Source: an optimization exercise on an open RTL-to-GDS flow (aim: small area, a short achievable clock period and few clock cycles per item). Production flows keep margins and buffers that such runs may drop.
At most, simulation tests tie the RTL to the original design; equivalence was not proved.

== JK ==
// conv_stream_mac
module conv_stream_mac
#(
    parameter int DATA_W = 8,
    parameter int KSIZE  = 4,
    parameter int OUT_W  = 16
) (
    input  logic                          clk,
    input  logic                          rst,
    input  logic                          k_valid,
    output logic                          k_ready,
    input  logic [DATA_W-1:0]             k_data,
    input  logic                          in_valid,
    output logic                          in_ready,
    input  logic [KSIZE*KSIZE*DATA_W-1:0] in_window,
    input  logic                          relu_en,
    output logic                          out_valid,
    input  logic                          out_ready,
    output logic [OUT_W-1:0]              out_data,
    output logic                          out_neg,
    output logic                          kernel_ok
);
Settings: LEC_CHECK=0, ABC_AREA=1, ABC_CLOCK_PERIOD_IN_PS=2600, CAP_MARGIN=20, CORE_MARGIN=2, CORE_UTILIZATION=60, SETUP_SLACK_MARGIN=2.9, SLEW_MARGIN=20, SYNTH_HIERARCHICAL=1; clock period 5.5 ns.
standard.sh (not shown) runs the stock make flow with config.mk's settings and CLKGATE_MAP_FILE= SYNTH_SCRIPT=/design/flow/synth_recipe.tcl, a recipe that flattens the netlist after the stock synthesis.
==> flow/flow/run.sh <==
#!/bin/bash
# Standard layout with two changes: the port buffers are buf_2 cells instead
# of the default choice (a slow delay buffer), and clock tree synthesis builds
# the tree from clkbuf_8 cells without dummy loads.
set -euo pipefail
export BUFFER_PORTS_ARGS="-buffer_cell sky130_fd_sc_hd__buf_2"
export CTS_ARGS="-sink_clustering_enable -repair_clock_nets -dont_use_dummy_load -buf_list sky130_fd_sc_hd__clkbuf_8"
bash standard.sh > standard_flow.log 2>&1
What MS does differently from JK at the input level:
==> flow/flow/run.sh <==
#!/bin/bash
# Standard layout, but the port buffers are buf_2 cells instead of the
# default choice (a slow delay buffer), so inputs and outputs are not slowed.
set -euo pipefail
export BUFFER_PORTS_ARGS="-buffer_cell sky130_fd_sc_hd__buf_2"
bash standard.sh > standard_flow.log 2>&1
-- flow/config.mk --
<<< JK, line 9
export ABC_CLOCK_PERIOD_IN_PS = 2600
>>> MS, line 9
Findings:
Cmp MS and JK / global routing usage summed across all routing layers / higher: MS
When the final numbers for MS and JK were put side by side, the routed wirelength normalized by instance count turned out to be smaller in JK.
On register-to-register setup slack, JK loses to MS.
Of MS and JK, the run reporting the higher wire length of the first global-routing pass was MS.
Looking at latest clock arrival within the worst-skew pair, MS sits 0.10 ns below JK.
Input changes introduced in AL (baseline for comparison: MS):
==> flow/flow/run.sh <==
#!/bin/bash
# Standard layout with two changes: the port buffers are buf_2 cells instead
# of the default choice (a slow delay buffer), and clock tree synthesis builds
# the tree from clkbuf_4 cells without dummy loads.
set -euo pipefail
export BUFFER_PORTS_ARGS="-buffer_cell sky130_fd_sc_hd__buf_2"
export CTS_ARGS="-sink_clustering_enable -repair_clock_nets -dont_use_dummy_load -buf_list sky130_fd_sc_hd__clkbuf_4"
bash standard.sh > standard_flow.log 2>&1
[summary]
Final period demand of the worst path: AL and MS compared, lower one is MS. Cell type of the slowest stage on the worst timing path: sky130_fd_sc_hd__fa_1 -> MS, sky130_fd_sc_hd__dfrtp_1 -> AL. Any difference in global router's overall resource usage between MS and AL is small enough to ignore. Non-clock buffer count on AL is down relative to MS. All of AL and MS finish clean. On cell area: between AL and MS, it ends up higher for MS. Run comparison: AL classification of the worst-slack hold path input pin to asynchronous set/reset pin; MS classification of the worst-slack hold path register to register. More vias were needed by AL than by MS. In the tables for AL and MS, area of combinational cells with multiple inputs reads higher with MS. In AL the met3 usage in global routing turned out 3.2 points higher than in MS.
What TR does differently from AL at the input level:
-- flow/flow/run.sh --
<<< AL, line 4
# the tree from clkbuf_4 cells without dummy loads.
>>> TR, line 4
# the tree from clkbuf_8 cells without dummy loads.
<<< AL, line 7
export CTS_ARGS="-sink_clustering_enable -repair_clock_nets -dont_use_dummy_load -buf_list sky130_fd_sc_hd__clkbuf_4"
>>> TR, line 7
export CTS_ARGS="-sink_clustering_enable -repair_clock_nets -dont_use_dummy_load -buf_list sky130_fd_sc_hd__clkbuf_8"
==> results.txt <==
[TR] area overhead of the layout relative to synthesis rose 0.42 points relative to AL
Fraction of standard cell area that is sequential: AL and TR compared, lower one is TR
Changes observed in TR relative to AL: clock skew down 0.055 ns; routed wire length on met2 flat.
Function was not checked in any run of this note: the RTL went through the layout flow alone.

========
Another version of the RTL of conv_stream_mac (not shown whole).
Size: roughly 160 I/O pins.
clock: 5.5 ns
lec_check: 0
abc_area: 1
cap_margin: 20
core_margin: 2
core_utilization: 40
setup_slack_margin: 3.1
slew_margin: 20
synth_hierarchical: 1
==> flow/flow/run.sh <==
#!/bin/bash
# Standard layout, but the port buffers are buf_2 cells instead of the
# default choice (a slow delay buffer), so inputs and outputs are not slowed.
set -euo pipefail
export BUFFER_PORTS_ARGS="-buffer_cell sky130_fd_sc_hd__buf_2"
bash standard.sh > standard_flow.log 2>&1
Testbench counts at the start, summed over its fixed seeds: cycles 7,632, items 7,200.
Change:
--- a/flow/config.mk
+++ b/flow/config.mk
@@ -11,2 +11,3 @@
-export CORE_UTILIZATION = 40
-export SETUP_SLACK_MARGIN = 3.1
+export CORE_UTILIZATION = 60
+export CTS_BUF_LIST = sky130_fd_sc_hd__clkbuf_8
+export SETUP_SLACK_MARGIN = 2.9
After rerunning:
- via count went up by a few percent
- cell area went down by a little under a tenth
- register-to-register slack hardly moves
- clock skew went up by 25 ps
- critical path depth stays the same
- first-iteration DRC count went up by a quarter to a third
- fmax went down slightly
Change:
==> flow/run.sh (new file) <==
#!/bin/bash
# synth_recipe.tcl (not shown) runs the flow's synth.tcl, then flattens the netlist and writes it again
# the make line also repeats each setting of config.mk as NAME=value (left out here)
make -C /OpenROAD-flow-scripts/flow DESIGN_CONFIG=/design/flow/config.mk WORK_HOME=/design/flow/orfs CLKGATE_MAP_FILE= SYNTH_SCRIPT=/design/flow/synth_recipe.tcl finish
--- a/flow/config.mk
+++ b/flow/config.mk
@@ -11,3 +11,2 @@
-export CORE_UTILIZATION = 60
-export CTS_BUF_LIST = sky130_fd_sc_hd__clkbuf_8
-export SETUP_SLACK_MARGIN = 2.9
+export CORE_UTILIZATION = 40
+export SETUP_SLACK_MARGIN = 2.6
removed: flow/flow/run.sh
removed: flow/standard.sh
Outcome: The new run produced a clean layout. Worst setup slack loses 280 ps. Die area increases by 49%. Non-clock buffer count is lower by 10. Final area drops by 0.55%.
Change:
==> flow/flow/run.sh (new file) <==
#!/bin/bash
# Standard layout, but the port buffers are buf_2 cells instead of the
# default choice (a slow delay buffer), so inputs and outputs are not slowed.
set -euo pipefail
export BUFFER_PORTS_ARGS="-buffer_cell sky130_fd_sc_hd__buf_2"
bash standard.sh > standard_flow.log 2>&1
==> flow/standard.sh (new file) <==
#!/bin/bash
# synth_recipe.tcl (not shown) runs the flow's synth.tcl, then flattens the netlist and writes it again
# the make line also repeats each setting of config.mk as NAME=value (left out here)
make -C /OpenROAD-flow-scripts/flow DESIGN_CONFIG=/design/flow/config.mk WORK_HOME=/design/flow/orfs CLKGATE_MAP_FILE= SYNTH_SCRIPT=/design/flow/synth_recipe.tcl "${@:-finish}"
--- a/flow/config.mk
+++ b/flow/config.mk
@@ -11,2 +11,2 @@
-export CORE_UTILIZATION = 40
-export SETUP_SLACK_MARGIN = 2.6
+export CORE_UTILIZATION = 60
+export SETUP_SLACK_MARGIN = 2.9
removed: flow/run.sh
The new run finished with timing, DRC and antenna clean.
Worst setup slack improved by 280 ps.
Final area is higher by 1.1%.
Wire length went up by 3.1%.
Maximum frequency is higher by 11%.
Global-route usage climbs by 13 points.
Critical path depth shrinks by 2.
Core utilization came out higher by 24 points.
Hold slack hardly moves.
Clock skew goes down by 13 ps.
Sequential share of layout area shrinks by 0.27 points.

========
job 400:
conv_stream_mac, a different RTL version from the one above (not shown whole).
Size in the first run: roughly 3700 cells after synthesis.
==> flow/design.v (excerpt) <==
module conv_stream_mac
#(
    parameter int DATA_W = 8,
    parameter int KSIZE  = 4,
    parameter int OUT_W  = 16
) (
    input  logic                          clk,
    input  logic                          rst,
    input  logic                          k_valid,
    output logic                          k_ready,
    input  logic [DATA_W-1:0]             k_data,
    input  logic                          in_valid,
    output logic                          in_ready,
    input  logic [KSIZE*KSIZE*DATA_W-1:0] in_window,
    input  logic                          relu_en,
    output logic                          out_valid,
    input  logic                          out_ready,
    output logic [OUT_W-1:0]              out_data,
    output logic                          out_neg,
    output logic                          kernel_ok
);
clock: 5.5 ns
lec_check: 0
abc_area: 1
cap_margin: 20
core_margin: 2
core_utilization: 40
setup_slack_margin: 2.9
slew_margin: 20
synth_hierarchical: 1
==> flow/flow/run.sh <==
#!/bin/bash
# Standard layout, but the port buffers are buf_2 cells instead of the
# default choice (a slow delay buffer), so inputs and outputs are not slowed.
set -euo pipefail
export BUFFER_PORTS_ARGS="-buffer_cell sky130_fd_sc_hd__buf_2"
bash standard.sh > standard_flow.log 2>&1
For job 5126, these inputs were changed with respect to job 400:
- SETUP_SLACK_MARGIN no longer set, was 2.9
==> flow/run.sh (new file) <==
#!/bin/bash
# synth_recipe.tcl (not shown) runs the flow's synth.tcl, then flattens the netlist and writes it again
# the make line also repeats each setting of config.mk as NAME=value (left out here)
make -C /OpenROAD-flow-scripts/flow DESIGN_CONFIG=/design/flow/config.mk WORK_HOME=/design/flow/orfs CLKGATE_MAP_FILE= SYNTH_SCRIPT=/design/flow/synth_recipe.tcl finish
removed: flow/flow/run.sh
removed: flow/standard.sh
[summary]
Looking at global-route usage, job 5126 sits 0.21 points below job 400. Against job 400, job 5126 reports a setup slack that is lower. Compared with job 400, job 5126 shows a total via count in the routed design that is 999 lower. Source of the critical timing path = cs1[44]: job 400; source of the critical timing path = out_ready: job 5126. From job 400 to job 5126 the numbers moved as follows: clock buffer instance count of the final layout shows an increase of 5.4%.
No functional check of the RTL was part of any run of this note.

========
Setup of job 5808:
Another version of the RTL of conv_stream_mac (not shown whole).
For scale: roughly 3200 cells after synthesis, roughly 660 flip-flops, roughly 160 I/O pins.
clock: 5.5 ns
lec_check: 0
abc_area: 1
cap_margin: 20
core_margin: 2
core_utilization: 60
setup_slack_margin: 2.6
slew_margin: 20
synth_hierarchical: 1
==> flow/flow/run.sh <==
#!/bin/bash
# Standard layout with two changes: the port buffers are buf_2 cells instead
# of the default choice (a slow delay buffer), and clock tree synthesis builds
# the tree from clkbuf_8 cells without dummy loads, up to 14 flip-flops per leaf buffer.
set -euo pipefail
export BUFFER_PORTS_ARGS="-buffer_cell sky130_fd_sc_hd__buf_2"
export CTS_ARGS="-sink_clustering_enable -repair_clock_nets -dont_use_dummy_load -buf_list sky130_fd_sc_hd__clkbuf_8 -sink_clustering_size 14 -sink_clustering_max_diameter 80"
bash standard.sh > standard_flow.log 2>&1
Testbench counts of job 5808, summed over its fixed seeds: cycles 7,632, items 7,200.
--- input diff job 5808..job 6783 ---
# job 5808
export LEC_CHECK = 0
export ABC_AREA = 1
export CAP_MARGIN = 20
export CORE_MARGIN = 2
export CORE_UTILIZATION = 60
export SETUP_SLACK_MARGIN = 2.6
export SLEW_MARGIN = 20
export SYNTH_HIERARCHICAL = 1
create_clock -name core_clock -period 5.5 [get_ports {clk}]
# job 6783
export LEC_CHECK = 0
export ABC_AREA = 1
export CAP_MARGIN = 20
export CORE_MARGIN = 2
export CORE_UTILIZATION = 60
export SETUP_SLACK_MARGIN = 2.7
export SLEW_MARGIN = 20
export SYNTH_HIERARCHICAL = 1
create_clock -name core_clock -period 5.5 [get_ports {clk}]
==> flow/flow/run.sh <==
#!/bin/bash
# Standard layout with two changes: the port buffers are buf_2 cells instead
# of the default choice (a slow delay buffer), and clock tree synthesis builds
# the tree from clkbuf_8 cells without dummy loads, up to 12 flip-flops per leaf buffer.
set -euo pipefail
export BUFFER_PORTS_ARGS="-buffer_cell sky130_fd_sc_hd__buf_2"
export CTS_ARGS="-sink_clustering_enable -repair_clock_nets -dont_use_dummy_load -buf_list sky130_fd_sc_hd__clkbuf_8 -sink_clustering_size 12 -sink_clustering_max_diameter 70"
bash standard.sh > standard_flow.log 2>&1
- Job 6783 completed end to end with timing, DRC and antenna clean.
- Delta(setup slack after layout, job 6783 - job 5808) > 0
- First-pass GRT wire length in job 6783 vs job 5808: up about 0.36%
- For layout buffering overhead excluding clock cells, job 5808 and job 6783 come out practically identical.
- For the biggest fanout along the worst timing path, job 6783 came in 2 lower than job 5808 did.
- Job 5808 -> job 6783: post-synthesis share of cell area spent on full adders, half adders and majority gates delta 0, exact match
- Per-cell routed wire length across job 5808 and job 6783: no real change.
- When job 6783 is set beside job 5808, its number of setup buffers added after CTS turns out to be 2 larger.
- Core utilization: job 6783 higher than job 5808
- ~same area occupied by multi-input gates in job 5808 and job 6783
Modified inputs, job 6695 compared to job 6783
# job 6783
export LEC_CHECK = 0
export ABC_AREA = 1
export CAP_MARGIN = 20
export CORE_MARGIN = 2
export CORE_UTILIZATION = 60
export SETUP_SLACK_MARGIN = 2.7
export SLEW_MARGIN = 20
export SYNTH_HIERARCHICAL = 1
create_clock -name core_clock -period 5.5 [get_ports {clk}]
# job 6695
export LEC_CHECK = 0
export ABC_AREA = 1
export CAP_MARGIN = 20
export CORE_MARGIN = 2
export CORE_UTILIZATION = 70
export SETUP_SLACK_MARGIN = 2.7
export SLEW_MARGIN = 20
export SYNTH_HIERARCHICAL = 1
create_clock -name core_clock -period 5.5 [get_ports {clk}]
==> flow/flow/run.sh <==
#!/bin/bash
# Standard layout with two changes: the port buffers are buf_2 cells instead
# of the default choice (a slow delay buffer), and clock tree synthesis builds
# the tree from clkbuf_8 cells without dummy loads.
set -euo pipefail
export BUFFER_PORTS_ARGS="-buffer_cell sky130_fd_sc_hd__buf_2"
export CTS_ARGS="-sink_clustering_enable -repair_clock_nets -dont_use_dummy_load -buf_list sky130_fd_sc_hd__clkbuf_8"
bash standard.sh > standard_flow.log 2>&1
- Wire length of the first global-routing pass: job 6695 vs job 6783 up about 1.2%
- In the flow results for job 6695 and job 6783, the sum of met2 wire segment lengths after detailed routing is smaller on job 6695.
- Taking job 6783 as the reference, in job 6695 number of vias per cell higher, total clock buffers created by CTS higher.
- Row critical path data required time: job 6695 higher / job 6783 lower
The following lists how job 3062 was set up differently from job 6695:
# job 6695
export LEC_CHECK = 0
export ABC_AREA = 1
export CAP_MARGIN = 20
export CORE_MARGIN = 2
export CORE_UTILIZATION = 70
export SETUP_SLACK_MARGIN = 2.7
export SLEW_MARGIN = 20
export SYNTH_HIERARCHICAL = 1
create_clock -name core_clock -period 5.5 [get_ports {clk}]
# job 3062
export LEC_CHECK = 0
export ABC_AREA = 1
export CAP_MARGIN = 20
export CORE_MARGIN = 2
export CORE_UTILIZATION = 60
export SETUP_SLACK_MARGIN = 3.0
export SLEW_MARGIN = 20
export SYNTH_HIERARCHICAL = 1
create_clock -name core_clock -period 5.5 [get_ports {clk}]
## What came out
Compared with job 6695, job 3062 shows number of core rows that has gone up by a little under 10%. Via count of the first global-routing pass came out lower on job 3062 than on job 6695. Job 3062 reports a lower global-route usage than job 6695 does. Re area of the multi-input gates: job 3062 is 10% up on job 6695. Number of vias per cell in job 3062 is 0.40 lower than in job 6695. Path length in cells of the critical path was higher in the run labelled job 6695. Final worst-path setup slack: job 3062 and job 6695 compared, lower one is job 6695. Job 6695 was smaller in final cell area than job 3062. Between job 3062 and job 6695, it is job 3062 whose hold slack is lower, by 38 ps. No stage failed in job 3062, and the final checks on the layout all came back clean. Relative to job 6695, largest net degree at the start of global routing has increased by about 100% in job 3062.

what the ideal ports hide:
The flow's constraints put no driver on any port. The routed layouts listed below were extracted and timed again, unchanged, in two steps.
Step 1 assumes that a clkbuf_16 drives the clock port and a buf_2 every other input.
Step 2 also shifts input and output timing later by t, the mid clock arrival at the registers, as if the neighbouring blocks saw the same clock.
Slacks: no drivers / after step 1 / after step 2; pairs: no drivers / after step 1.
run | t, ns | slack for setup (ns) | worst hold slack (ns) | worst setup path at the end
JK | 0.769 | 2.844 / 2.797 / 2.215 | 0.340 / 0.340 / 0.340 | input to register
MS | 0.686 | 2.885 / 2.833 / 2.238 | 0.351 / 0.351 / 0.351 | input to register
AL | 1.097 | 2.516 / 2.451 / 2.130 | 0.076 / 0.031 / 0.287 | input to register
TR | 0.769 | 2.844 / 2.797 / 2.215 | 0.340 / 0.340 / 0.340 | input to register
the first run of note 2 | 0.707 | 2.911 / 2.911 / 2.328 | 0.325 / 0.325 / 0.325 | input to register
the second run of note 2 | 0.782 | 2.897 / 2.832 / 2.246 | 0.328 / 0.328 / 0.328 | input to register
the third run of note 2 | 0.712 | 2.617 / 2.621 / 1.914 | 0.327 / 0.327 / 0.327 | input to register
the fourth run of note 2 | 0.682 | 2.901 / 2.901 / 2.311 | 0.329 / 0.329 / 0.329 | input to register
job 400 | 0.707 | 2.884 / 2.884 / 2.355 | 0.326 / 0.326 / 0.326 | input to register
job 5126 | 0.714 | 2.299 / 2.349 / 1.635 | 0.326 / 0.326 / 0.326 | input to register
job 5808 | 0.749 | 2.663 / 2.663 / 2.166 | 0.338 / 0.338 / 0.338 | input to register
job 6783 | 0.708 | 2.810 / 2.750 / 2.233 | 0.336 / 0.336 / 0.336 | input to register
job 6695 | 0.763 | 2.732 / 2.732 / 2.096 | 0.314 / 0.314 / 0.314 | input to register
job 3062 | 0.762 | 2.918 / 2.880 / 2.289 | 0.275 / 0.275 / 0.275 | input to register
After both steps every run listed still meets setup and hold. For the third run of note 2, which loses most, drivers alone change the setup slack by +0.004 ns; drivers and shift together by -0.703 ns.
